Background: an optimization exercise with open tools, aiming at small area, a short achievable clock period and few clock cycles. Do not read the settings as production practice. In this exercise RTL edits were held to simulation tests only and were not proved equivalent to the original. Power is estimated from default activity; no workload was simulated.

==> flow/design.v <==
package rli_pkg;
    localparam int CAPACITY_DEF   = 64;
    localparam int ELEM_WIDTH_DEF = 32;
    localparam int OP_W   = 2;
    localparam int POS_W  = 7;
    localparam int WORD_W = 32;
    localparam int CNT_W  = 7;
    typedef enum logic [OP_W-1:0] {
        OP_INSERT = 2'd0,
        OP_REMOVE = 2'd1,
        OP_READ   = 2'd2,
        OP_WRITE  = 2'd3
    } op_t;
    typedef enum logic [1:0] {
        ST_OK    = 2'd0,
        ST_RANGE = 2'd1,
        ST_FULL  = 2'd2,
        ST_ORDER = 2'd3
    } status_t;
endpackage
module rli_ram #(
    parameter int WIDTH = 32,
    parameter int DEPTH = 64
) (
    input  logic                     clk,
    input  logic                     wr_en,
    input  logic [$clog2(DEPTH)-1:0] wr_addr,
    input  logic [WIDTH-1:0]         wr_data,
    input  logic                     rd_en,
    input  logic [$clog2(DEPTH)-1:0] rd_addr,
    output logic [WIDTH-1:0]         rd_data
);
    logic [WIDTH-1:0] mem [DEPTH];
    always_ff @(posedge clk)
    begin
        if (wr_en)
        begin
            mem[wr_addr] <= wr_data;
        end
        if (rd_en)
        begin
            rd_data <= mem[rd_addr];
        end
    end
endmodule
import rli_pkg::*;
module ranked_list_insert_remove_top #(
    parameter int CAPACITY   = CAPACITY_DEF,
    parameter int ELEM_WIDTH = ELEM_WIDTH_DEF
) (
    input  logic              clk,
    input  logic              rst_n,
    input  logic              in_valid,
    output logic              in_stall,
    input  logic [OP_W-1:0]   operation,
    input  logic [POS_W-1:0]  position,
    input  logic [POS_W-1:0]  end_position,
    input  logic [WORD_W-1:0] value,
    output logic              out_valid,
    input  logic              out_stall,
    output logic [WORD_W-1:0] read_value,
    output logic [1:0]        status,
    output logic [CNT_W-1:0]  removed_count,
    output logic [CNT_W-1:0]  count_after
);
    localparam int AW = $clog2(CAPACITY);
    localparam int CW = $clog2(CAPACITY + 1);
    logic                  q0_v;
    logic [1:0]            q0_op;
    logic [POS_W-1:0]      q0_pos;
    logic [POS_W-1:0]      q0_end;
    logic [POS_W-1:0]      q0_rpe;             
    logic                  q0_elp;             
    logic                  q0_rnz;             
    logic [ELEM_WIDTH-1:0] q0_val;
    logic [POS_W-1:0]      in_rpe;
    logic                  in_elp;
    logic                  in_rnz;
    logic in_xfer;
    logic issue;         
    logic issue_req;     
    logic out_free;
    logic b_free;
    logic st_busy;       
    logic st_full;       
    assign in_stall = st_busy || (st_full && out_stall);
    assign in_xfer  = in_valid && !in_stall;
    assign in_rpe   = end_position - position;
    assign in_elp   = end_position < position;
    assign in_rnz   = end_position != position;
    logic [ELEM_WIDTH-1:0] ram [CAPACITY];
    logic [AW-1:0]         rank [CAPACITY];    
    logic [CW-1:0]         count_reg;
    logic                  busy;               
    logic [AW-1:0]         rem_pos;
    logic [AW-1:0]         rem_left;           
    logic                  a2_v;               
    logic                  a2_act;             
    logic                  a2_ins;
    logic                  a2_rot;
    logic                  a2_rot2;
    logic [AW-1:0]         a2_pos;
    logic [CAPACITY-1:0]   a2_oh;              
    logic                  a2_rd;
    logic                  a2_wr;
    logic [ELEM_WIDTH-1:0] a2_val;
    logic [1:0]            a2_status;
    logic [CNT_W-1:0]      a2_removed;
    logic [CNT_W-1:0]      a2_count;
    logic                  b_v;
    logic                  b_rd;
    logic                  b_wr;
    logic [CAPACITY-1:0]   b_oh;               
    logic [ELEM_WIDTH-1:0] b_val;
    logic [1:0]            b_status;
    logic [CNT_W-1:0]      b_removed;
    logic [CNT_W-1:0]      b_count;
    assign out_free  = !out_valid || !out_stall;
    assign b_free    = !b_v || out_free;
    assign issue     = (busy || q0_v) && (!a2_v || b_free);
    assign issue_req = issue && !busy;
    logic [1:0]    d_status;
    logic [CW-1:0] n_calc;
    logic [CW-1:0] count_new;
    logic          pos_gt_cnt, pos_lt_cnt, end_lt_cnt, full;
    logic          d_ins, d_wr, d_rd, d_rem, d_rem_shift;
    logic [AW-1:0] rot_todo;     
    function automatic logic lt_cw(input logic [CW-1:0] a, input logic [CW-1:0] b);
        logic [CW-1:0] l, e;
        l = ~a & b;
        e = ~(a ^ b);
        for (int v = 0; v < $clog2(CW); v++)
        begin
            for (int k = 0; k < CW; k++)
            begin
                if (2 * k + 1 < ((CW + (1 << v) - 1) >> v))
                begin
                    l[k] = l[2 * k + 1] | (e[2 * k + 1] & l[2 * k]);
                    e[k] = e[2 * k + 1] & e[2 * k];
                end
                else if (2 * k < ((CW + (1 << v) - 1) >> v))
                begin
                    l[k] = l[2 * k];
                    e[k] = e[2 * k];
                end
            end
        end
        lt_cw = l[0];
    endfunction
    logic [CW-1:0] cnt_inc, cnt_sub, cnt_mpos;
    always_comb
    begin
        pos_gt_cnt = lt_cw(count_reg, CW'(q0_pos));
        pos_lt_cnt = lt_cw(CW'(q0_pos), count_reg);
        end_lt_cnt = lt_cw(CW'(q0_end), count_reg);
        full       = count_reg[CW-1];
        cnt_inc    = count_reg + CW'(1);
        cnt_sub    = count_reg - q0_rpe;
        cnt_mpos   = count_reg - CW'(q0_pos);
        n_calc     = end_lt_cnt ? q0_rpe : cnt_mpos;
        case (q0_op)
            OP_INSERT: d_status = pos_gt_cnt ? ST_RANGE : (full ? ST_FULL : ST_OK);
            OP_REMOVE: d_status = q0_elp ? ST_ORDER : (pos_gt_cnt ? ST_RANGE : ST_OK);
            default:   d_status = pos_lt_cnt ? ST_OK : ST_RANGE;
        endcase
        d_ins = (q0_op == OP_INSERT) && !pos_gt_cnt && !full;
        d_rem = (q0_op == OP_REMOVE) && !q0_elp && !pos_gt_cnt;
        d_rd  = (q0_op == OP_READ)   && pos_lt_cnt;
        d_wr  = (q0_op == OP_WRITE)  && pos_lt_cnt;
        d_rem_shift = (q0_op == OP_REMOVE) && end_lt_cnt && !q0_elp && q0_rnz;
        count_new = count_reg;
        if (d_ins)
            count_new = cnt_inc;
        else if (d_rem)
            count_new = end_lt_cnt ? cnt_sub : CW'(q0_pos);
        rot_todo = busy ? rem_left : AW'(q0_rpe);
    end
    logic [AW-1:0] at_pos;       
    logic [AW-1:0] at_next;      
    logic          do_ins, do_rot1, do_rot2;
    logic [CAPACITY-1:0] ge, eq;
    logic [AW-1:0] rank_up [CAPACITY];
    logic [AW-1:0] a2_slot;      
    logic [AW-1:0] a1_pos;       
    always_comb
    begin
        at_pos  = '0;
        at_next = '0;
        for (int i = 0; i < CAPACITY; i++)
        begin
            rank_up[i] = rank[(i < CAPACITY - 1) ? i + 1 : i];
            at_pos  = at_pos  | (rank[i]    & {AW{a2_oh[i]}});
            at_next = at_next | (rank_up[i] & {AW{a2_oh[i]}});
        end
        do_ins  = a2_act && a2_ins;
        do_rot1 = a2_act && a2_rot && !a2_rot2;
        do_rot2 = a2_act && a2_rot && a2_rot2;
        for (int i = 0; i < CAPACITY; i++)
        begin
            ge[i] = (AW'(i) >= a2_pos);
            eq[i] = a2_oh[i];
        end
        a2_slot = (a2_act && a2_ins) ? rank[CAPACITY - 1] : at_pos;
        a1_pos  = busy ? rem_pos : AW'(q0_pos);
    end
    always_ff @(posedge clk or negedge rst_n)
    begin
        if (!rst_n)
        begin
            for (int i = 0; i < CAPACITY; i++)
                rank[i] <= AW'(i);
        end
        else
        begin
            for (int i = 0; i < CAPACITY; i++)
            begin
                if (ge[i])
                begin
                    if (do_ins)
                        rank[i] <= eq[i] ? rank[CAPACITY - 1] : rank[(i > 0) ? i - 1 : 0];
                    else if (do_rot1)
                        rank[i] <= (i == CAPACITY - 1) ? at_pos : rank[(i < CAPACITY - 1) ? i + 1 : i];
                    else if (do_rot2)
                        rank[i] <= (i == CAPACITY - 1) ? at_next :
                                   (i == CAPACITY - 2) ? at_pos  : rank[(i < CAPACITY - 2) ? i + 2 : i];
                end
            end
        end
    end
    always_ff @(posedge clk)
    begin
        for (int i = 0; i < CAPACITY; i++)
        begin
            if (b_wr && b_oh[i])
                ram[i] <= b_val;
        end
    end
    logic [ELEM_WIDTH-1:0] ram_sel;
    logic [WORD_W-1:0]     res_value;
    logic                  res_load;
    assign res_load  = b_v && out_free;
    assign res_value = b_rd ? WORD_W'(ram_sel) : '0;
    always_comb
    begin
        ram_sel = '0;
        for (int i = 0; i < CAPACITY; i++)
            ram_sel = ram_sel | (ram[i] & {ELEM_WIDTH{b_oh[i]}});
    end
    logic q0_v_nxt, busy_nxt, a2_v_nxt, b_v_nxt, out_valid_nxt;
    always_comb
    begin
        q0_v_nxt = q0_v;
        if (issue_req || !q0_v)
            q0_v_nxt = in_xfer;
        busy_nxt = busy;
        if (busy ? issue : (issue_req && d_rem_shift))
            busy_nxt = (rot_todo > AW'(2));
        a2_v_nxt = a2_v;
        if (issue)
            a2_v_nxt = !busy;
        else if (b_free)
            a2_v_nxt = 1'b0;
        b_v_nxt = b_v;
        if (a2_v && b_free)
            b_v_nxt = 1'b1;
        else if (out_free)
            b_v_nxt = 1'b0;
        out_valid_nxt = out_valid;
        if (b_v && out_free)
            out_valid_nxt = 1'b1;
        else if (!out_stall)
            out_valid_nxt = 1'b0;
    end
    always_ff @(posedge clk or negedge rst_n)
    begin
        if (!rst_n)
        begin
            q0_v      <= 1'b0;
            count_reg <= '0;
            busy      <= 1'b0;
            a2_v      <= 1'b0;
            a2_act    <= 1'b0;
            b_v       <= 1'b0;
            out_valid <= 1'b0;
            st_busy   <= 1'b0;
            st_full   <= 1'b0;
        end
        else
        begin
            q0_v      <= q0_v_nxt;
            busy      <= busy_nxt;
            a2_v      <= a2_v_nxt;
            b_v       <= b_v_nxt;
            out_valid <= out_valid_nxt;
            st_busy   <= q0_v_nxt && busy_nxt;
            st_full   <= q0_v_nxt && a2_v_nxt && b_v_nxt && out_valid_nxt;
            if (issue_req)
                count_reg <= count_new;
            a2_act <= issue && (busy || d_ins || d_rem_shift);
        end
    end
    always_ff @(posedge clk)
    begin
        if (in_xfer)
        begin
            q0_op  <= operation;
            q0_pos <= position;
            q0_end <= end_position;
            q0_rpe <= in_rpe;
            q0_elp <= in_elp;
            q0_rnz <= in_rnz;
            q0_val <= value;
        end
        if (issue)
        begin
            rem_pos    <= a1_pos;
            rem_left   <= rot_todo - AW'(2);
            a2_pos     <= a1_pos;
            a2_ins     <= !busy && d_ins;
            a2_rot     <= busy || d_rem_shift;
            a2_rot2    <= (rot_todo != AW'(1));
            a2_rd      <= d_rd;
            a2_wr      <= d_ins || d_wr;
            a2_val     <= q0_val;
            a2_status  <= d_status;
            a2_removed <= d_rem ? CNT_W'(n_calc) : '0;
            a2_count   <= CNT_W'(count_new);
        end
        if (a2_v && b_free)
        begin
            b_rd      <= a2_rd;
            b_wr      <= a2_wr;
            b_val     <= a2_val;
            b_status  <= a2_status;
            b_removed <= a2_removed;
            b_count   <= a2_count;
        end
    end
    always_ff @(posedge clk or negedge rst_n)
    begin
        if (!rst_n)
        begin
            a2_oh         <= '0;
            b_oh          <= '0;
            read_value    <= '0;
            status        <= '0;
            removed_count <= '0;
            count_after   <= '0;
        end
        else
        begin
            if (issue)
            begin
                for (int i = 0; i < CAPACITY; i++)
                    a2_oh[i] <= (a1_pos == AW'(i));
            end
            if (a2_v && b_free)
            begin
                for (int i = 0; i < CAPACITY; i++)
                    b_oh[i] <= (a2_slot == AW'(i));
            end
            if (res_load)
            begin
                read_value    <= res_value;
                status        <= b_status;
                removed_count <= b_removed;
                count_after   <= b_count;
            end
        end
    end
endmodule
==> flow/run.sh <==
#!/bin/bash
# synth_recipe.tcl (not shown) runs the flow's synth.tcl, then flattens the netlist and writes it again
# the make line also repeats each setting of config.mk as NAME=value (left out here)
make -C /OpenROAD-flow-scripts/flow DESIGN_CONFIG=/design/flow/config.mk WORK_HOME=/design/flow/orfs CLKGATE_MAP_FILE= SYNTH_SCRIPT=/design/flow/synth_recipe.tcl finish
==> flow/config.mk <==
export PLATFORM = sky130hd
export DESIGN_NAME = ranked_list_insert_remove_top
export DESIGN_NICKNAME = ranked_list_insert_remove_top
export VERILOG_FILES = /design/flow/design.v
export SDC_FILE = /design/flow/constraint.sdc
export NUM_CORES = 4
export LEC_CHECK = 0
export CAP_MARGIN = 20
export CORE_MARGIN = 2
export CORE_UTILIZATION = 40
export SETUP_SLACK_MARGIN = 3.5
export SLEW_MARGIN = 20
export TNS_END_PERCENT = 10
==> flow/constraint.sdc <==
create_clock -name core_clock -period 6.0 [get_ports {clk}]
set_input_delay 1.2000 -clock core_clock [delete_from_list [all_inputs] [get_ports {clk}]]
set_output_delay 1.2000 -clock core_clock [all_outputs]
set_load 0.01 [all_outputs]
==> results.sh, run 1 <==
export IMPL_status="no timing/DRC/antenna violations"
export IMPL_wirelength_microns=609000
export IMPL_synth_area_sq_um=117000
export IMPL_skew_ps=138
export IMPL_min_delay_start="a2_status[1]"
export IMPL_rows=198
export IMPL_cellPowerDensity_nw_per_um2=490
export IMPL_dp_hpwl_microns=350000
export IMPL_first_global_vias=85788
export IMPL_die_y_microns=545
export IMPL_start_kind="register"
export IMPL_drive_gt1_share_pct=24.6
export IMPL_rsz0062_at_grt="true"
export IMPL_holdBufCountCts=0
export IMPL_synth_top_cell_area_share_pct=56.9
export IMPL_nNetsFinal=9128
export IMPL_die_area_sq_um=297000
export IMPL_period_share_pct=51.1
export IMPL_reg_top3="ram: 2048 flops, rank: 384 flops"
export IMPL_syn_avg_cell_area_sq_um=13.6
export IMPL_area_growth_syn_to_layout_pct=19.7
export IMPL_place_inst=12266
export IMPL_overflow=0
export IMPL_io_pins=102
export IMPL_clkLatencyLatePin_ps=940
export IMPL_r2r_cells=3
export IMPL_cts_max_path_buffers=4
export IMPL_finalSetupViolCount=0
export IMPL_cp_end_kind="register"
export IMPL_instances_no_fill=13200
export IMPL_cts_inserted_buffers=302
export IMPL_yosysMostFrequentCell="edfxtp_1"
export IMPL_setup_tns_final_ps=0
export IMPL_ys_warn_count=4
export IMPL_relSlewSlack_pct=11.7
export IMPL_htreeDepth=5
export IMPL_synth_seq_cells=2795
export IMPL_grt_pass1_wl_microns=794000
export IMPL_synth_compound_area_share_pct=15.5
export IMPL_maxSlewViolCount=0
export IMPL_synth_simple_gate_area_share_pct=8.18
export IMPL_crit_fanout=19
export IMPL_synth_cells=8618
export IMPL_antenna_found_initial=49
export IMPL_cts_root_buf="clkbuf_16"
export IMPL_ir_worst_vdd_mv=0.382
export IMPL_synth_fp_nets=8709
export IMPL_max_freq_ghz=0.326
export IMPL_ant_nets=0
export IMPL_r2r_end="ram[18][16]"
export IMPL_start_util_pct=40.2
export IMPL_vias=94529
export IMPL_synth_top_family_by_area="compound AO/OA/AOI/OAI gates"
export IMPL_ys_top_cells_by_area="edfxtp_1, dfrtp_1, dfstp_2"
export IMPL_criticalPathCategory="register to register"
export IMPL_largest_register_ff_count=2048
export IMPL_worstReg2RegStart="b_oh[18]"
export IMPL_synth_fa_ha_area_share_pct=0.435
export IMPL_clkTransAtPathRegs_ps=60
export IMPL_worst_slew_pin_slew_ps=1320
export IMPL_post_route_min_period_ps=3070
export IMPL_synth_edf_count=2220
export IMPL_die_w_microns=545
export IMPL_drc_errors=0
export IMPL_hold_class="register to register"
export IMPL_min_delay_path_depth=0
export IMPL_r2r_slack_ps=2930
export IMPL_whs_endpoint="b_status[1]"
export IMPL_vias_per_cell=7.16
export IMPL_async_flop_share_pct=20.6
export IMPL_final_hold_viol_count=0
export IMPL_worstPathRequired_ps=6500
export IMPL_io_buffers=101
export IMPL_cts_tree="built"
export IMPL_core_area_sq_um=291000
export IMPL_synth_seq_area_share_pct=69.3
export IMPL_first_pass_iters=15
export IMPL_arrival_ps=3570
export IMPL_yosys_top_cells_count="edfxtp_1, nand2_1, a22oi_1, o21ai_0, clkbuf_1"
export IMPL_cellLeakagePower_uw=0.0490
export IMPL_yosysTopAreaCell="edfxtp_1"
export IMPL_track_usage_pct=39.5
export IMPL_top_register="ram"
export IMPL_cts_sinks=2795
export IMPL_ys_types=66
export IMPL_dr_first_iter_drc_count=19469
export IMPL_ys_flop_type="edfxtp_1"
export IMPL_place_gp_congestion=1.02
export IMPL_synth_xor_area_share_pct=0.120
export IMPL_wl_per_cell_microns=46.1
export IMPL_muxShareOfSynthArea_pct=3.83
export IMPL_grt_max_degree=243
export IMPL_maxCapViolCount=0
## logic make-up after synthesis
| logic type | after synthesis |
|---|---|
| AO/OA/AOI/OAI | 2511 |
| XOR/XNOR | 16 |
| adder cells (fa/ha/maj) | 39 |
| buffers and inverters | 771 |
| flip-flops | 2795 |
| multiplexers | 400 |
| AND/OR/NAND/NOR | 2086 |
## cell type report
class                           count  area (sq um)
Inverter                           60           230
Clock inverter                    150          1740
Tap cell                         3900          4880
Antenna cell                       25          62.6
Sequential cell                  2795         81700
Fill cell                       25130        151000
Timing Repair Buffer              817          8550
Clock buffer                      392          8140
Multi-Input combinational cell   5061         35000
## metal layers
metal	vias to the layer above	global-route usage (%)	share of wire, %
met5	-	0.401	0.048
met4	22	20.3	6.6
met3	2119	17.9	18
met2	9896	53.1	39
met1	47736	53.1	36
li1	34756	-	-
## what timing repair did
item | in CTS | in global routing
setup endpoints to repair | 2171 | 738
gates cloned | 15 | 4
resized for setup | 718 | 123
pin swaps | 103 | 34
buffers inserted | 319 | 27
hold endpoints to repair | 0 | 0
## placed cells by master, fill, tap and decap left out, drive strengths merged, types with 38 or more instances in the layout
cell / count
nand3: 400
edfxtp: 2220
a211oi: 114
nor2b: 122
nand2: 1142
nor2: 82
nand4: 157
dfstp: 192
a22o: 471
inv: 74
a31oi: 121
a221oi: 393
clkinv: 90
clkdlybuf4s50: 49
clkbuf: 393
or4: 38
and2: 74
mux2: 389
a22oi: 618
buf: 734
a21oi: 52
o21ai: 634
dfrtp: 383
## per-stage QoR
stage                     hold slack [ps]  cell area (sq um)  utilization [%]  setup slack, ps  total power [uW]
after CTS                             385             139000             47.8             3080             66700
after global routing                  392             140000             48.1             2940             69600
after global placement                401             124000             42.4             1920             45600
after detailed placement              405             124000             42.5             2070             46000
final                                 377             140000             48.2             2930             68800
after floorplan                       400             117000                -             2850             36300
## report_power, final
part | switching [uW] | internal (uW)
clock | 8280 | 10800
sequential | 4250 | 25600
combinational | 13700 | 6120
total | 26300 | 42500
## worst max path at each step
stage,cells past startpoint,startpoint,to
finish,3,b_oh[18],ram[18][16]
global route,8,rank[9][2],b_oh[11]
CTS,4,out_stall,in_stall
detailed placement,5,out_stall,a2_val[5]
global placement,5,out_stall,a2_oh[38]
floorplan,6,out_stall,st_full
## critical path, cell delays in order, from the launching register on
cell and delay (ps):
dfrtp_2 390, buf_4 540, and2_2 1000, buf_4 680
Testbench counts, summed over its fixed seeds: cycles 5,179.
==> run 2: changes to the inputs <==
--- a/flow/config.mk
+++ b/flow/config.mk
@@ -10,2 +10,4 @@
 export CORE_UTILIZATION = 40
+export CTS_CLUSTER_DIAMETER = 100
+export CTS_CLUSTER_SIZE = 20
 export SETUP_SLACK_MARGIN = 3.5
==> results.sh, run 2 <==
export IMPL_status="no timing/DRC/antenna violations"
export IMPL_skew_ps=107
export IMPL_top_register="ram"
export IMPL_ir_worst_vdd_mv=0.309
export IMPL_yosysTopAreaCell="edfxtp_1"
export IMPL_cts_tree="built"
export IMPL_layout_setup_ws_ps=2950
export IMPL_start_util_pct=40.2
export IMPL_die_w_microns=545
export IMPL_criticalPathCategory="register to register"
export IMPL_ys_types=66
export IMPL_cellLeakagePower_uw=0.0468
export IMPL_grt_pass1_wl_microns=788000
export IMPL_synth_seq_area_share_pct=69.3
export IMPL_drc_errors=0
export IMPL_synth_fa_ha_area_share_pct=0.435
export IMPL_synth_seq_cells=2795
export IMPL_synth_area_sq_um=117000
export IMPL_dp_hpwl_microns=350000
export IMPL_reg_top3="ram: 2048 flops, rank: 384 flops"
export IMPL_worstPathRequired_ps=6840
export IMPL_maxCapViolCount=0
export IMPL_synth_cells=8618
export IMPL_first_global_vias=84616
export IMPL_nNetsFinal=9023
export IMPL_clkLatencyLatePin_ps=920
export IMPL_area_growth_syn_to_layout_pct=15.9
export IMPL_synth_simple_gate_area_share_pct=8.18
export IMPL_fin_total_pwr_uw=62600
export IMPL_core_area_sq_um=291000
export IMPL_vias=93592
export IMPL_overflow=0
export IMPL_syn_avg_cell_area_sq_um=13.6
export IMPL_post_route_min_period_ps=3050
export IMPL_die_y_microns=545
export IMPL_dr_first_iter_drc_count=19784
export IMPL_ys_warn_count=4
export IMPL_drive_gt1_share_pct=23.0
export IMPL_arrival_ps=3890
export IMPL_muxShareOfSynthArea_pct=3.83
export IMPL_crit_fanout=8
export IMPL_io_buffers=101
export IMPL_hold_class="register to register"
export IMPL_setup_tns_final_ps=0
export IMPL_ant_nets=0
export IMPL_rsz0062_at_grt="true"
export IMPL_relSlewSlack_pct=15.4
export IMPL_max_freq_ghz=0.328
export IMPL_cts_root_buf="clkbuf_16"
export IMPL_period_share_pct=50.9
export IMPL_worst_slew_pin_slew_ps=1270
export IMPL_rows=198
export IMPL_layout_commonest_cell="edfxtp_1"
export IMPL_antenna_found_initial=49
export IMPL_grt_max_degree=243
export IMPL_place_inst=12266
export IMPL_clkTransAtPathRegs_ps=100
export IMPL_ys_top_cells_by_area="edfxtp_1, dfrtp_1, dfstp_2"
export IMPL_start_kind="register"
export IMPL_instances_no_fill=12988
export IMPL_wirelength_microns=608000
export IMPL_ys_flop_type="edfxtp_1"
export IMPL_vias_per_cell=7.21
export IMPL_cellPowerDensity_nw_per_um2=460
export IMPL_first_pass_iters=9
export IMPL_synth_top_family_by_area="compound AO/OA/AOI/OAI gates"
export IMPL_finalSetupViolCount=0
export IMPL_io_pins=102
export IMPL_track_usage_pct=39.2
export IMPL_async_flop_share_pct=20.6
export IMPL_largest_register_ff_count=2048
export IMPL_synth_edf_count=2220
export IMPL_synth_compound_area_share_pct=15.5
export IMPL_synth_top_cell_area_share_pct=56.9
export IMPL_dp_slack_ps=2070
export IMPL_htreeDepth=4
export IMPL_layout_common_cells="edfxtp_1, nand2_1, a22oi_1"
export IMPL_cp_end_kind="register"
export IMPL_place_gp_congestion=1.02
export IMPL_synth_xor_area_share_pct=0.120
export IMPL_holdWs_ps=371
export IMPL_final_hold_viol_count=0
export IMPL_cts_sinks=2795
export IMPL_yosysMostFrequentCell="edfxtp_1"
export IMPL_yosys_top_cells_count="edfxtp_1, nand2_1, a22oi_1, o21ai_0, clkbuf_1"
export IMPL_maxSlewViolCount=0
export IMPL_wl_per_cell_microns=46.8
export IMPL_cts_inserted_buffers=175
export IMPL_synth_fp_nets=8709
export IMPL_cts_max_path_buffers=4
export IMPL_die_area_sq_um=297000
-- run 2: cell count changes in the layout (fill, tap and decap cells not counted), moves of 5 or more --
cell,before,now
clkbuf_16,307,179
clkinv_2,41,2
clkinv_1,38,0
buf_6,86,113
clkbuf_1,70,97
bufinv_16,27,1
clkbuf_8,16,1
clkinvlp_4,19,5
buf_12,92,84
diode_2,25,33
dfrtp_2,87,82
inv_16,10,5
o21ai_2,35,40
-- run 2: metrics by stage --
step                cell area (sq um)  util, %
finish                         136000     46.6
global route                   136000     46.6
CTS                            135000     46.2
detailed placement             124000     42.5
global placement               124000     42.4
floorplan                      117000        -
-- run 2: final timing paths --
kind                       slack, ps     endpoint       start  cells after the start
min reg2reg                      370    b_val[19]  a2_val[19]                      0
max                             2950     b_oh[13]   a2_oh[47]                      8
min                              370    b_val[19]  a2_val[19]                      0
min in group asynchronous        400  rank[13][1]       rst_n                      1
max reg2reg                     2950     b_oh[13]   a2_oh[47]                      8
max in group asynchronous       4190     b_oh[48]       rst_n                      2
-- run 2: worst max-delay path, cell delays in order, from the launching register on --
cell,delay [ps]
dfrtp_4,620
a22o_1,280
a221oi_1,340
nand4_1,150
or4_4,660
o21bai_4,260
nor2b_4,300
nor2b_4,240
a22o_1,150
-- run 2: final cells by class --
type,instances,area [sq um]
diodes,33,82.6
clock buffers,273,4770
clock inverters,27,367
fillers,25492,155000
inverters,60,234
multi-input cells,5062,35100
flip-flops and latches,2795,81700
well taps,3900,4880
repair buffers,838,8760
-- run 2: repair_timing --
item                       in CTS  in global routing
resized for setup             769                111
pin swaps                     132                 41
cloned                         16                  5
setup buffers                 323                 41
setup endpoints to repair    2215                751
hold buffers                    0                  0
-- run 2: kinds of logic (layout without fill, tap and decap cells) --
group	after synthesis	after routing
buffers and inverters	771	1198
muxes	400	400
DFF	2795	2795
xor gates and xnor gates	16	16
AOI/OAI and AO/OA	2511	2514
and+or+nand+nor	2086	2093
adders and majority gates	39	39
other	0	33
-- run 2: routing by layer --
metal / vias up / part of all wire, % / global-route usage, %
met5: - / 0.069 / 0.192
met2: 9412 / 39 / 52.8
li1: 34451 / - / -
met3: 2026 / 17 / 17.0
met4: 42 / 6.5 / 20.4
met1: 47661 / 37 / 53.2
-- run 2: report_power, final --
part	total, uW	internal, uW	leakage, uW	switching, uW
sequential	29800	25500	0.0270	4240
clock	12600	5640	0.00245	6950
combinational	20200	6280	0.0174	13900
total	62600	37500	0.0468	25100
==> run 3: changes to the inputs <==
--- a/flow/config.mk
+++ b/flow/config.mk
@@ -9,3 +9,3 @@
 export CORE_MARGIN = 2
-export CORE_UTILIZATION = 40
+export CORE_UTILIZATION = 45
 export CTS_CLUSTER_DIAMETER = 100
==> results.sh, run 3 <==
export IMPL_crit_start="a2_oh[3]"
export IMPL_finalSetupViolCount=0
export IMPL_yosys_top_cells_count="edfxtp_1, nand2_1, a22oi_1, o21ai_0, clkbuf_1"
export IMPL_largest_register_ff_count=2048
export IMPL_finalInstanceArea_sq_um=135000
export IMPL_cp_num_buf_inv=1
export IMPL_overflow=0
export IMPL_endpoint="b_oh[59]"
export IMPL_rows=187
export IMPL_dp_hpwl_microns=340000
export IMPL_vias=93125
export IMPL_wl_per_cell_microns=47.6
export IMPL_synth_cells=8618
export IMPL_cellLeakagePower_uw=0.0465
export IMPL_crit_chain="buf_12, a22o_4, a221oi_4, nand4_1, or4_4, o21bai_4, nor2b_4, nor3b_4, a22o_1"
export IMPL_crit_fanout=4
export IMPL_top_register="ram"
export IMPL_period_share_pct=52.2
export IMPL_first_pass_iters=9
export IMPL_nNetsFinal=8953
export IMPL_p_int_uw=37100
export IMPL_r2r_end="b_oh[59]"
export IMPL_cts_tree="built"
export IMPL_slowest_delay_ps=650
export IMPL_power_share_clock_pct=20.2
export IMPL_syn_avg_cell_area_sq_um=13.6
export IMPL_cellPowerDensity_nw_per_um2=461
export IMPL_ys_flop_type="edfxtp_1"
export IMPL_synth_seq_cells=2795
export IMPL_slowest_stage="or4_4"
export IMPL_dr_first_iter_drc_count=20142
export IMPL_maxCapViolCount=0
export IMPL_worstPathRequired_ps=6810
export IMPL_cts_sinks=2795
export IMPL_setup_tns_final_ps=0
export IMPL_ant_nets=0
export IMPL_holdBufCountCts=0
export IMPL_maxSlewViolCount=0
export IMPL_criticalPathCategory="register to register"
export IMPL_die_y_microns=514
export IMPL_vias_per_cell=7.49
export IMPL_reg_top3="ram: 2048 flops, rank: 384 flops"
export IMPL_io_buffers=101
export IMPL_worst_slew_pin_slew_ps=1270
export IMPL_die_area_sq_um=265000
export IMPL_num_fill_cells=21520
export IMPL_wirelength_microns=593000
export IMPL_clkLatencyLatePin_ps=890
export IMPL_cts_max_path_buffers=3
export IMPL_area_growth_syn_to_layout_pct=14.8
export IMPL_track_usage_pct=43.5
export IMPL_cts_root_buf="clkbuf_16"
export IMPL_hold_class="primary input to asynchronous set/reset pin"
export IMPL_worstReg2RegStart="a2_oh[3]"
export IMPL_fin_total_pwr_uw=62100
export IMPL_drc_errors=0
export IMPL_relSlewSlack_pct=15.2
export IMPL_ys_warn_count=4
export IMPL_synth_edf_count=2220
export IMPL_io_pins=102
export IMPL_async_flop_share_pct=20.6
export IMPL_r2r_slack_ps=2870
export IMPL_synth_seq_area_share_pct=69.3
export IMPL_post_route_min_period_ps=3130
export IMPL_cts_inserted_buffers=166
export IMPL_swShare_pct=40.2
export IMPL_synth_area_sq_um=117000
export IMPL_layout_commonest_cell="edfxtp_1"
export IMPL_comb_power_share_pct=31.6
export IMPL_first_global_vias=82755
export IMPL_synth_fp_nets=8709
export IMPL_grt_pass1_wl_microns=771000
export IMPL_drive_gt1_share_pct=21.9
export IMPL_seqPwrFrac_pct=48.2
export IMPL_ir_worst_vdd_mv=0.545
export IMPL_cp_top_family="simple AND/OR/NAND/NOR gates"
export IMPL_start_kind="register"
export IMPL_synth_top_cell_area_share_pct=56.9
export IMPL_cp_depth=9
export IMPL_r2r_cells=9
export IMPL_rsz0062_at_grt="true"
export IMPL_switchingPower_uw=24900
export IMPL_yosysMostFrequentCell="edfxtp_1"
export IMPL_grt_max_degree=226
export IMPL_skew_ps=67.9
export IMPL_status="no timing/DRC/antenna violations"
export IMPL_dpl_cell_area_sq_um=123000
export IMPL_yosysTopAreaCell="edfxtp_1"
export IMPL_place_gp_congestion=1.06
export IMPL_htreeDepth=4
export IMPL_max_freq_ghz=0.319
export IMPL_die_w_microns=514
export IMPL_cp_end_kind="register"
export IMPL_start_util_pct=45.2
export IMPL_antenna_found_initial=52
export IMPL_core_area_sq_um=259000
export IMPL_holdWs_ps=336
export IMPL_arrival_ps=3940
export IMPL_final_hold_viol_count=0
export IMPL_ys_top_cells_by_area="edfxtp_1, dfrtp_1, dfstp_2"
export IMPL_layout_common_cells="edfxtp_1, nand2_1, a22oi_1"
export IMPL_clkTransAtPathRegs_ps=100
export IMPL_ys_types=66
==> run 3: cell counts after synthesis <==
No cell type changed its count.
==> run 3: cell families (layout without fill, tap and decap cells) <==
| kind of cell | Yosys count | in the layout | share of synthesized area (%) |
|---|---|---|---|
| xor gates and xnor gates | 16 | 16 | 0.120 |
| and+or+nand+nor | 2086 | 2091 | 8.18 |
| other | 0 | 29 | 0 |
| adders and majority gates | 39 | 39 | 0.435 |
| DFF | 2795 | 2795 | 69.3 |
| muxes | 400 | 400 | 3.83 |
| AOI/OAI and AO/OA | 2511 | 2513 | 15.5 |
| buffers and inverters | 771 | 1151 | 2.56 |
==> run 3: per-stage QoR <==
stage	setup slack, ps	instances	utilization (%)
floorplan	2850	8618	-
global placement	2100	11719	47.3
detailed placement	2030	11720	47.3
CTS	3010	12353	51.5
global route	2960	12409	51.9
finish	2870	12436	51.9
==> run 3: how the worst min path moves through the flow <==
stage | start | endpoint | slack (ps) | cells past startpoint
4_1_cts | rst_n | rank[18][0] | 320 | 1
3_5_place_dp | a2_removed[0] | b_removed[0] | 400 | 0
2_1_floorplan | q0_val[0] | a2_val[0] | 400 | 0
3_3_place_gp | a2_val[7] | b_val[7] | 400 | 0
6_report | rst_n | rank[18][0] | 340 | 1
5_1_grt | rst_n | rank[16][0] | 370 | 1
==> run 3: layer usage <==
layer  global-route usage [%]  wire, microns  up-vias
li1                         -              -    34274
met1                     59.7         216000    47125
met2                     56.8         228000     9639
met3                     20.6         108000     2033
met4                     22.4          39400       54
met5                        0            700        -
==> run 3: worst register-to-register path: stages (launching register included) <==
cell and delay [ps]:
dfrtp_4 580, buf_12 180, a22o_4 250, a221oi_4 270, nand4_1 190, or4_4 650, o21bai_4 240, nor2b_4 190
nor3b_4 310, a22o_1 200
==> run 3: area by class of cell <==
cell class / count / area [sq um] / share of cell area (%)
antenna: 29 / 72.6 / 0.0539
inverter: 60 / 234 / 0.174
clock inverter: 34 / 656 / 0.487
tap: 3402 / 4260 / 3.16
clock buffer: 277 / 4580 / 3.40
timing repair buffer: 780 / 8130 / 6.04
multi-input combinational: 5059 / 34900 / 26.0
sequential: 2795 / 81700 / 60.7
==> run 3: timing repair <==
item / in CTS / in global routing
setup endpoints to repair: 2243 / 774
pin swaps: 88 / 41
cloned: 18 / 4
resized for setup: 664 / 123
setup buffers: 304 / 49
==> run 3: power by group through the flow <==
stage / combinational [uW] / sequential (uW) / clock, uW
6_report: 19600 / 29900 / 12500
5_1_grt: 20000 / 29700 / 13100
3_3_place_gp: 15300 / 30100 / 0
2_1_floorplan: 8200 / 28100 / 0
3_5_place_dp: 15700 / 30100 / 0
4_1_cts: 18100 / 29400 / 12500

[static timing again, ports no longer ideal]
Ports are ideal in the flow. The routed layouts listed here were re-timed in OpenROAD.
Step 1 assumes that a clkbuf_16 drives the clock port and a buf_2 every other input.
Step 2 times the ports against the registers' clock, not the clock port: input delays grow and output delays shrink by t, the midpoint of the rising clock arrivals with the driver on.
Three values: ideal, step 1, step 2; two values: the first two.
| run | t, ns | setup slack, ns | clock arrival spread, ns | slew at the worst register clock pin (ns) |
|---|---|---|---|---|
| run 1 | 0.985 | 2.933 / 2.933 / 2.219 | 0.138 / 0.138 | 0.07 / 0.07 |
| run 2 | 0.986 | 2.948 / 2.948 / 2.272 | 0.114 / 0.114 | 0.11 / 0.11 |
| run 3 | 0.973 | 2.866 / 2.866 / 2.607 | 0.090 / 0.090 | 0.10 / 0.10 |
After both steps every run listed still meets setup and hold. For run 1, which loses most, drivers alone change the setup slack by 0.000 ns; drivers and shift together by -0.714 ns.
